Source: an optimization exercise on an open RTL-to-GDS flow (aim: small area, a short achievable clock period and few clock cycles per item). Production flows keep margins and buffers that such runs may drop. Only simulation tests tie the RTL to the original design; equivalence was not proved. Power and IR drop assume default switching activity.

$ cat flow/run.sh
#!/bin/bash
# synth_recipe.tcl (not shown) runs the flow's synth.tcl, then flattens the netlist and writes it again
# the make line also repeats each setting of config.mk as NAME=value (left out here)
make -C /OpenROAD-flow-scripts/flow DESIGN_CONFIG=/design/flow/config.mk WORK_HOME=/design/flow/orfs CLKGATE_MAP_FILE= SYNTH_SCRIPT=/design/flow/synth_recipe.tcl finish
$ cat flow/constraint.sdc
create_clock -name core_clock -period 5.0 [get_ports {clk}]
set_input_delay 1.0000 -clock core_clock [delete_from_list [all_inputs] [get_ports {clk}]]
set_output_delay 1.0000 -clock core_clock [all_outputs]
set_load 0.01 [all_outputs]
$ cat flow/design.v
package smpq_pkg;
	localparam int DEF_QUEUE_DEPTH = 16;
	localparam int VALUE_W         = 32;
	localparam int OCC_W           = 5;
	localparam logic [1:0] OP_INSERT = 2'd0;
	localparam logic [1:0] OP_REMOVE = 2'd1;
	localparam logic [1:0] OP_PEEK   = 2'd2;
	localparam logic [1:0] ST_OK    = 2'd0;
	localparam logic [1:0] ST_EMPTY = 2'd1;
	localparam logic [1:0] ST_FULL  = 2'd2;
endpackage
module smpq_ctrl #(
	parameter int DEPTH = smpq_pkg::DEF_QUEUE_DEPTH
) (
	input  logic                         clk,
	input  logic                         arst_n,
	input  logic                         start,
	input  logic [1:0]                   op,
	output logic                         busy,
	output logic                         done,
	output logic [DEPTH-1:0]             occ,        
	output logic                         ins_x,      
	output logic                         rem_x,      
	output logic                         rd_c,       
	output logic [1:0]                   status,
	output logic                         is_empty,
	output logic [smpq_pkg::OCC_W-1:0]   count
);
	logic [DEPTH-1:0] occ_q;
	logic             done_c_q, done_x_q;
	logic             ins_c_q, ins_x_q;
	logic             rem_c_q, rem_x_q;
	logic             rd_c_q;
	logic [1:0]       st_c_q, st_x_q;
	logic [smpq_pkg::OCC_W-1:0] cnt_x_q;
	logic             empty_x_q;
	logic [smpq_pkg::OCC_W-1:0] cnt_c;
	logic             full;
	logic             empty;
	assign full  = occ_q[DEPTH-1];
	assign empty = !occ_q[0];
	always_comb begin
		cnt_c = '0;
		for (int k = 0; k < DEPTH; k++) begin
			if (occ_q[k]) cnt_c = smpq_pkg::OCC_W'(k + 1);
		end
	end
	always_ff @(posedge clk or negedge arst_n) begin
		if (!arst_n) begin
			occ_q    <= '0;
			done_c_q <= 1'b0;
			done_x_q <= 1'b0;
			ins_c_q  <= 1'b0;
			ins_x_q  <= 1'b0;
			rem_c_q  <= 1'b0;
			rem_x_q  <= 1'b0;
			rd_c_q   <= 1'b0;
		end else begin
			done_c_q <= start;
			ins_c_q  <= start && (op == smpq_pkg::OP_INSERT) && !full;
			rem_c_q  <= start && (op == smpq_pkg::OP_REMOVE) && !empty;
			rd_c_q   <= start && (op == smpq_pkg::OP_REMOVE || op == smpq_pkg::OP_PEEK) && !empty;
			done_x_q <= done_c_q;
			ins_x_q  <= ins_c_q;
			rem_x_q  <= rem_c_q;
			if (start) begin
				if (op == smpq_pkg::OP_INSERT && !full) begin
					occ_q <= {occ_q[DEPTH-2:0], 1'b1};
				end else if (op == smpq_pkg::OP_REMOVE && !empty) begin
					occ_q <= {1'b0, occ_q[DEPTH-1:1]};
				end
			end
		end
	end
	always_ff @(posedge clk) begin
		st_c_q <= smpq_pkg::ST_OK;
		if (op == smpq_pkg::OP_INSERT && full) begin
			st_c_q <= smpq_pkg::ST_FULL;
		end else if ((op == smpq_pkg::OP_REMOVE || op == smpq_pkg::OP_PEEK) && empty) begin
			st_c_q <= smpq_pkg::ST_EMPTY;
		end
		st_x_q  <= st_c_q;
		cnt_x_q <= cnt_c;
		empty_x_q <= empty;
	end
	assign busy     = 1'b0;
	assign done     = done_x_q;
	assign occ      = occ_q;
	assign ins_x    = ins_x_q;
	assign rem_x    = rem_x_q;
	assign rd_c     = rd_c_q;
	assign status   = st_x_q;
	assign count    = cnt_x_q;
	assign is_empty = empty_x_q;
endmodule
module smpq_lt #(
	parameter int W = smpq_pkg::VALUE_W
) (
	input  logic [W-1:0] a,
	input  logic [W-1:0] b,
	output logic         lt
);
	logic [W-1:0] aa, bb;
	logic [W:0]   bw;
	assign aa = {~a[W-1], a[W-2:0]};
	assign bb = {~b[W-1], b[W-2:0]};
	assign bw[0] = 1'b0;
	genvar k;
	generate
		for (k = 0; k < W; k++) begin : g_bit
			assign bw[k+1] = (~aa[k] & bb[k]) | (~aa[k] & bw[k]) | (bb[k] & bw[k]);
		end
	endgenerate
	assign lt = bw[W];
endmodule
module smpq_datapath #(
	parameter int DEPTH = smpq_pkg::DEF_QUEUE_DEPTH
) (
	input  logic                                clk,
	input  logic [smpq_pkg::VALUE_W-1:0]        value,
	input  logic [DEPTH-1:0]                    occ,
	input  logic                                ins_x,
	input  logic                                rem_x,
	input  logic                                rd_c,
	output logic [smpq_pkg::VALUE_W-1:0]        head
);
	localparam int W = smpq_pkg::VALUE_W;
	logic [W-1:0]     val_c_q;
	logic [W-1:0]     val_x_q;
	logic [W-1:0]     entries_q [DEPTH];
	logic [W-1:0]     entries_d [DEPTH];
	logic [W-1:0]     head_q;     
	logic [DEPTH-1:0] cmp_q;      
	logic             cv_q;       
	logic [DEPTH-1:0] vld_q;      
	logic [DEPTH-1:0] p_hold_q;   
	logic [DEPTH-1:0] p_prev_q;
	logic [DEPTH-1:0] p_val_q;
	logic             rem_p_q;    
	logic [DEPTH-1:0] c;
	logic             cv;
	logic [DEPTH-1:0] lt;
	logic [DEPTH-1:0] s_hold, s_prev, s_val, s_next;
	always_ff @(posedge clk) begin
		val_c_q <= value;
		val_x_q <= val_c_q;
	end
	genvar i;
	generate
		for (i = 0; i < DEPTH; i++) begin : g_cmp
			if (i % 2 == 0) begin : g_even
				smpq_lt u_lt (.a(entries_q[i]), .b(val_c_q), .lt(c[i]));
			end else begin : g_odd
				smpq_lt u_lt (.a(~val_c_q), .b(entries_q[i]), .lt(c[i]));
			end
		end
	endgenerate
	smpq_lt u_ltv (.a(val_x_q), .b(val_c_q), .lt(cv));
	always_ff @(posedge clk) begin
		cmp_q <= c;
		cv_q  <= cv;
		vld_q <= {1'b0, occ[DEPTH-1:1]};
	end
	always_ff @(posedge clk) begin
		p_hold_q <= s_hold;
		p_prev_q <= s_prev;
		p_val_q  <= s_val;
		rem_p_q  <= rem_x;
	end
	function automatic logic [4*DEPTH-1:0] moves(input logic ins, input logic rem,
			input logic [DEPTH-1:0] l);
		logic [DEPTH-1:0] h, p, v, n;
		for (int k = 0; k < DEPTH; k++) begin
			v[k] = ins & ~l[k] & ((k == 0) ? 1'b1 : l[(k == 0) ? 0 : k-1]);
			p[k] = ins & ~l[k] & ((k == 0) ? 1'b0 : ~l[(k == 0) ? 0 : k-1]);
			n[k] = (k < DEPTH-1) ? rem : 1'b0;
			h[k] = (ins & l[k]) | (~ins & ((k < DEPTH-1) ? ~rem : 1'b1));
		end
		moves = {h, p, v, n};
	endfunction
	generate
		for (i = 0; i < DEPTH; i++) begin : g_lt
			if (i < DEPTH-1) begin : g_v
				assign lt[i] = vld_q[i] & ((p_hold_q[i] & cmp_q[i]) | (p_val_q[i] & cv_q) |
					(p_prev_q[i] & cmp_q[(i == 0) ? 0 : i-1]) | (rem_p_q & cmp_q[i+1]));
			end else begin : g_nv
				assign lt[i] = 1'b0;
			end
		end
	endgenerate
	assign {s_hold, s_prev, s_val, s_next} = moves(ins_x, rem_x, lt);
	generate
		for (i = 0; i < DEPTH; i++) begin : g_cell
			assign entries_d[i] = (entries_q[i] | {W{~s_hold[i]}}) &
			                      ~(({W{s_val[i]}}  & (val_x_q ^ {W{i % 2 == 0}})) |
			                        ({W{s_prev[i]}} & entries_q[(i == 0) ? 0 : i-1]) |
			                        ({W{s_next[i]}} & entries_q[(i < DEPTH-1) ? i+1 : i]));
			always_ff @(posedge clk) begin
				entries_q[i] <= entries_d[i];
			end
		end
	endgenerate
	always_ff @(posedge clk) begin
		head_q <= rd_c ? entries_d[0] : '0;
	end
	assign head = head_q;
endmodule
module sorted_min_priority_queue_core #(
	parameter int QUEUE_DEPTH = smpq_pkg::DEF_QUEUE_DEPTH
) (
	input  logic                         clk,
	input  logic                         arst_n,
	input  logic                         start,
	input  logic [1:0]                   op,
	input  logic [smpq_pkg::VALUE_W-1:0] value,
	output logic                         busy,
	output logic                         done,
	output logic [smpq_pkg::VALUE_W-1:0] head,
	output logic [1:0]                   status,
	output logic                         is_empty,
	output logic [smpq_pkg::OCC_W-1:0]   occupancy
);
	logic [QUEUE_DEPTH-1:0] occ;
	logic                   ins_x;
	logic                   rem_x;
	logic                   rd_c;
	smpq_ctrl #(
		.DEPTH (QUEUE_DEPTH)
	) u_ctrl (
		.clk      (clk),
		.arst_n   (arst_n),
		.start    (start),
		.op       (op),
		.busy     (busy),
		.done     (done),
		.occ      (occ),
		.ins_x    (ins_x),
		.rem_x    (rem_x),
		.rd_c     (rd_c),
		.status   (status),
		.is_empty (is_empty),
		.count    (occupancy)
	);
	smpq_datapath #(
		.DEPTH (QUEUE_DEPTH)
	) u_datapath (
		.clk    (clk),
		.value  (value),
		.occ    (occ),
		.ins_x  (ins_x),
		.rem_x  (rem_x),
		.rd_c   (rd_c),
		.head   (head)
	);
endmodule
module smpq_top (
	input  logic        clk,
	input  logic        arst_n,
	input  logic        start,
	input  logic [1:0]  cmd_op,
	input  logic [31:0] cmd_value,
	output logic        busy,
	output logic        done,
	output logic [31:0] rsp_head,
	output logic [1:0]  rsp_status,
	output logic        rsp_empty,
	output logic [4:0]  rsp_count
);
	sorted_min_priority_queue_core #(
		.QUEUE_DEPTH (16)
	) u_core (
		.clk       (clk),
		.arst_n    (arst_n),
		.start     (start),
		.op        (cmd_op),
		.value     (cmd_value),
		.busy      (busy),
		.done      (done),
		.head      (rsp_head),
		.status    (rsp_status),
		.is_empty  (rsp_empty),
		.occupancy (rsp_count)
	);
endmodule
$ cat flow/config.mk
export PLATFORM = sky130hd
export DESIGN_NAME = smpq_top
export DESIGN_NICKNAME = smpq_top
export VERILOG_FILES = /design/flow/design.v
export SDC_FILE = /design/flow/constraint.sdc
export NUM_CORES = 4
export LEC_CHECK = 0
export CAP_MARGIN = 20
export CORE_MARGIN = 2
export CORE_UTILIZATION = 45
export CTS_CLUSTER_DIAMETER = 100
export CTS_CLUSTER_SIZE = 24
export PLACE_DENSITY = 0.6
export SETUP_SLACK_MARGIN = 2.7
export SLEW_MARGIN = 20
==> impl_metrics.py <==
metrics = {
    "outcome": {
        "status": "timing/DRC/antenna clean",
    },
    "logic_synthesis": {
        "synthCells": 4226,
        "syn_area_um2": 35300,
        "ys_ff_latch": 718,
        "synth_edf_count": 0,
        "ys.flop_type": "dfxtp_1",
        "ys_async_sr_fraction_pct": 3.20,
        "syn-num-nets": 4265,
        "synth_cell_types": 71,
        "yosys_warnings": 6,
        "ys_seq_area_share_pct": 41.1,
        "post_synth.cell_area_avg_um2": 8.35,
    },
    "timing": {
        "skew_ns": 0.0320,
        "post-route-period-util_pct": 48.5,
        "rsz0062_at_grt": "yes",
        "max-slew-margin-rel_pct": 25.6,
        "slew_violations": 0,
        "fin_crit_ns": 2.42,
        "setup_viol": 0,
        "fmax_mhz": 413,
        "fin_tns_setup_ns": 0,
        "worst_pin_slew_ns": 1.11,
        "hold_violations": 0,
    },
    "die": {
        "die_w_um": 284,
        "io_pins": 79,
        "core.rowCount": 102,
        "initial_core_util_pct": 45.5,
        "core_area_um2": 77600,
        "die_area_um2": 80700,
        "die_h_um": 284,
    },
    "pwr": {
        "powerDensity_nw_per_um2": 544,
        "p_total_mw": 22.0,
        "ir_worst_vdd_v": 0.000245,
        "leakagePower_nw": 15.1,
    },
    "cts": {
        "clk_latency_ns": 0.63,
        "clockBufferDepth": 3,
        "cts_tree": "built",
        "root_buffer": "clkbuf_16",
        "postCtsHoldBufs": 0,
        "numClockSinks": 718,
        "clk_pin_slew_ns": 0.11,
        "numCtsBuffers": 38,
        "cts_max_level": 2,
    },
    "worst_setup_path": {
        "path_class": "flop to flop",
        "crit_fanout": 33,
        "critPathLaunchType": "flop",
        "required_ns": 5.51,
        "cp.arrival_ns": 2.93,
        "critPathCaptureType": "flop",
    },
    "detailed_routing": {
        "wire_per_inst_um": 31.4,
        "dr.pass1.iters": 9,
        "ant_nets": 0,
        "drt-total-wl_um": 164000,
        "drtIter0Drc": 6027,
        "route.detailed.drc": 0,
        "avgViaCountPerCell": 7.05,
        "dr_total_vias": 36800,
    },
    "cells_and_area": {
        "layout_common_cells": "dfxtp_1, nor2_1, a211oi_1",
        "multi_input_area_um2": 19900,
        "area_delta_synth_final_pct": 14.8,
        "layout_commonest_cell": "dfxtp_1",
        "drive_gt1_share_pct": 12.7,
        "fin_nets": 4201,
        "seqCellArea_um2": 14600,
        "fillCellCount": 7334,
    },
    "global_route": {
        "grt_max_degree": 186,
        "gr-usage-all-layers_pct": 38.1,
        "grt_pass1_wl_um": 232000,
        "grt_overflow": 0,
        "grt_pass1_vias": 32200,
        "grt_antenna_before_repair": 6,
    },
    "placed_design": {
        "place.gp.congestion": 1.08,
        "hpwl_um": 107000,
        "io_buffers": 77,
    },
    "run": {
        "maxCapViolCount": 0,
    },
    "worst_hold_path": {
        "hp-class": "input pin to async pin",
    },
}
==> per-stage QoR <==
stage                     hold WS [ns]  utilization (%)  cells  area [um2]  setup WS, ns
after floorplan                  0.310                -   4226       35300          2.70
after global placement           0.313             47.4   5062       36800         0.937
after detailed placement         0.319             47.5   5065       36800          1.38
after CTS                        0.335             50.9   5167       39500          2.45
after global routing             0.348             52.2   5216       40500          2.63
final                            0.336             52.2   5218       40500          2.58
==> where the power goes <==
part	switching, mW	internal (mW)
clock	2.13	1.62
combinational	4.10	3.15
sequential	3.27	7.76
==> cells in the mapped netlist, types with 28 or more instances <==
| cell type | instances | area, um2 |
|---|---|---|
| dfxtp_1 | 695 | 13900 |
| nor2_1 | 468 | 1760 |
| a211oi_1 | 331 | 2480 |
| nand2_1 | 297 | 1110 |
| a22o_1 | 294 | 2570 |
| o22ai_1 | 283 | 1770 |
| o21ai_0 | 275 | 1380 |
| clkbuf_1 | 261 | 980 |
| a21oi_1 | 156 | 781 |
| inv_1 | 112 | 420 |
| buf_2 | 111 | 556 |
| a221oi_1 | 98 | 858 |
| a22oi_1 | 96 | 721 |
| nor2b_1 | 84 | 526 |
| nand3_1 | 67 | 335 |
| nand2b_1 | 57 | 357 |
| o221ai_1 | 52 | 455 |
| maj3_1 | 36 | 360 |
| mux2i_1 | 34 | 340 |
| a2111oi_0 | 31 | 272 |
| nor3_1 | 28 | 140 |
==> metal layers <==
metal  part of all wire [%]  global-route usage, %  vias up
li1                       -                      -    15900
met1                     40                   52.8    17800
met2                     40                   53.5     2642
met3                     14                   11.0      447
met4                    6.3                   19.4       10
met5                  0.042                      0        -
==> state kept, by name (all words and copies together), names as in the netlist, 16 cells and up <==
name	flops
u_core.u_datapath.val_x_q	32
u_core.u_ctrl.occ_q	16
u_core.u_datapath.cmp_q	16
u_core.u_datapath.val_c_q	32
u_core.u_datapath.head_q	32
u_core.u_datapath.entries_q	512
==> final timing paths <==
path	start	endpoint	slack (ns)	depth (start not counted)
max	u_core.u_datapath.val_c_q[27]	u_core.u_datapath.cmp_q[2]	2.58	6
min in group core_clock	u_core.u_ctrl.st_c_q[1]	u_core.u_ctrl.st_x_q[1]	0.34	0
max in group asynchronous	arst_n	u_core.u_ctrl.ins_x_q	4.27	1
min	arst_n	u_core.u_ctrl.occ_q[0]	0.34	1
min reg2reg	u_core.u_ctrl.st_c_q[1]	u_core.u_ctrl.st_x_q[1]	0.34	0
max reg2reg	u_core.u_datapath.val_c_q[27]	u_core.u_datapath.cmp_q[2]	2.58	6
==> repair_timing <==
| item | 4_1_cts | 5_1_grt |
|---|---|---|
| cloned | 5 | 3 |
| resized for setup | 259 | 113 |
| setup endpoints to repair | 621 | 402 |
| setup buffers | 43 | 46 |
| pin swaps | 29 | 28 |
==> final cells by class <==
type	count	share of cell area, %
diodes	2	0.0124
clock buffers	44	2.56
clock inverters	10	0.358
inverters	132	1.31
multi-input cells	2971	49.1
flip-flops and latches	718	36.0
well taps	1040	3.21
repair buffers	301	7.48
==> worst max-delay path: stages (launching register included) <==
cell,delay (ns)
dfxtp_4,0.40
buf_8,0.18
nor2b_1,0.19
a211oi_2,0.46
o2111ai_4,0.37
a211oi_4,0.55
o21bai_1,0.13
==> kinds of logic (layout without fill, tap and decap cells) <==
logic type      after synthesis  count (layout)  synth area share [%]
compound gates             1804            1806                  36.5
other cells                   1               3                0.0106
fa+ha+maj                    38              38                  1.09
mux                          61              61                  1.83
buf+inv                     542             487                  6.32
flops                       718             718                  41.1
simple gates               1062            1065                  13.1
Testbench counts, summed over its fixed seeds: cycles 8,016, items 8,000.

==> afterwards: timing with drivers on the ports <==
In the flow no input, the clock included, has a driving cell. The finished layout below was timed again as built, in two steps. Step 1 (the two cells are an assumption about what drives the block):
set clk [get_ports {clk}]
set_driving_cell -lib_cell sky130_fd_sc_hd__clkbuf_16 $clk
set_driving_cell -lib_cell sky130_fd_sc_hd__buf_2 [delete_from_list [all_inputs] $clk]
Step 2 moves the port delays by t, midway between the first and last clock arrival at a register: inputs arrive t later, outputs are due t later. That takes back most of the time a late clock gives input paths. Three values: ideal, step 1, step 2; two values: the first two.
shift t [ns]: 0.680
setup WS [ns]: 2.577 / 2.577 / 2.222
worst setup path at the end: input to register
clock arrival spread, ns: 0.033 / 0.034
After both steps this run still meets setup and hold. The setup slack of this run moves by 0.000 ns with the drivers and by -0.355 ns with both steps.
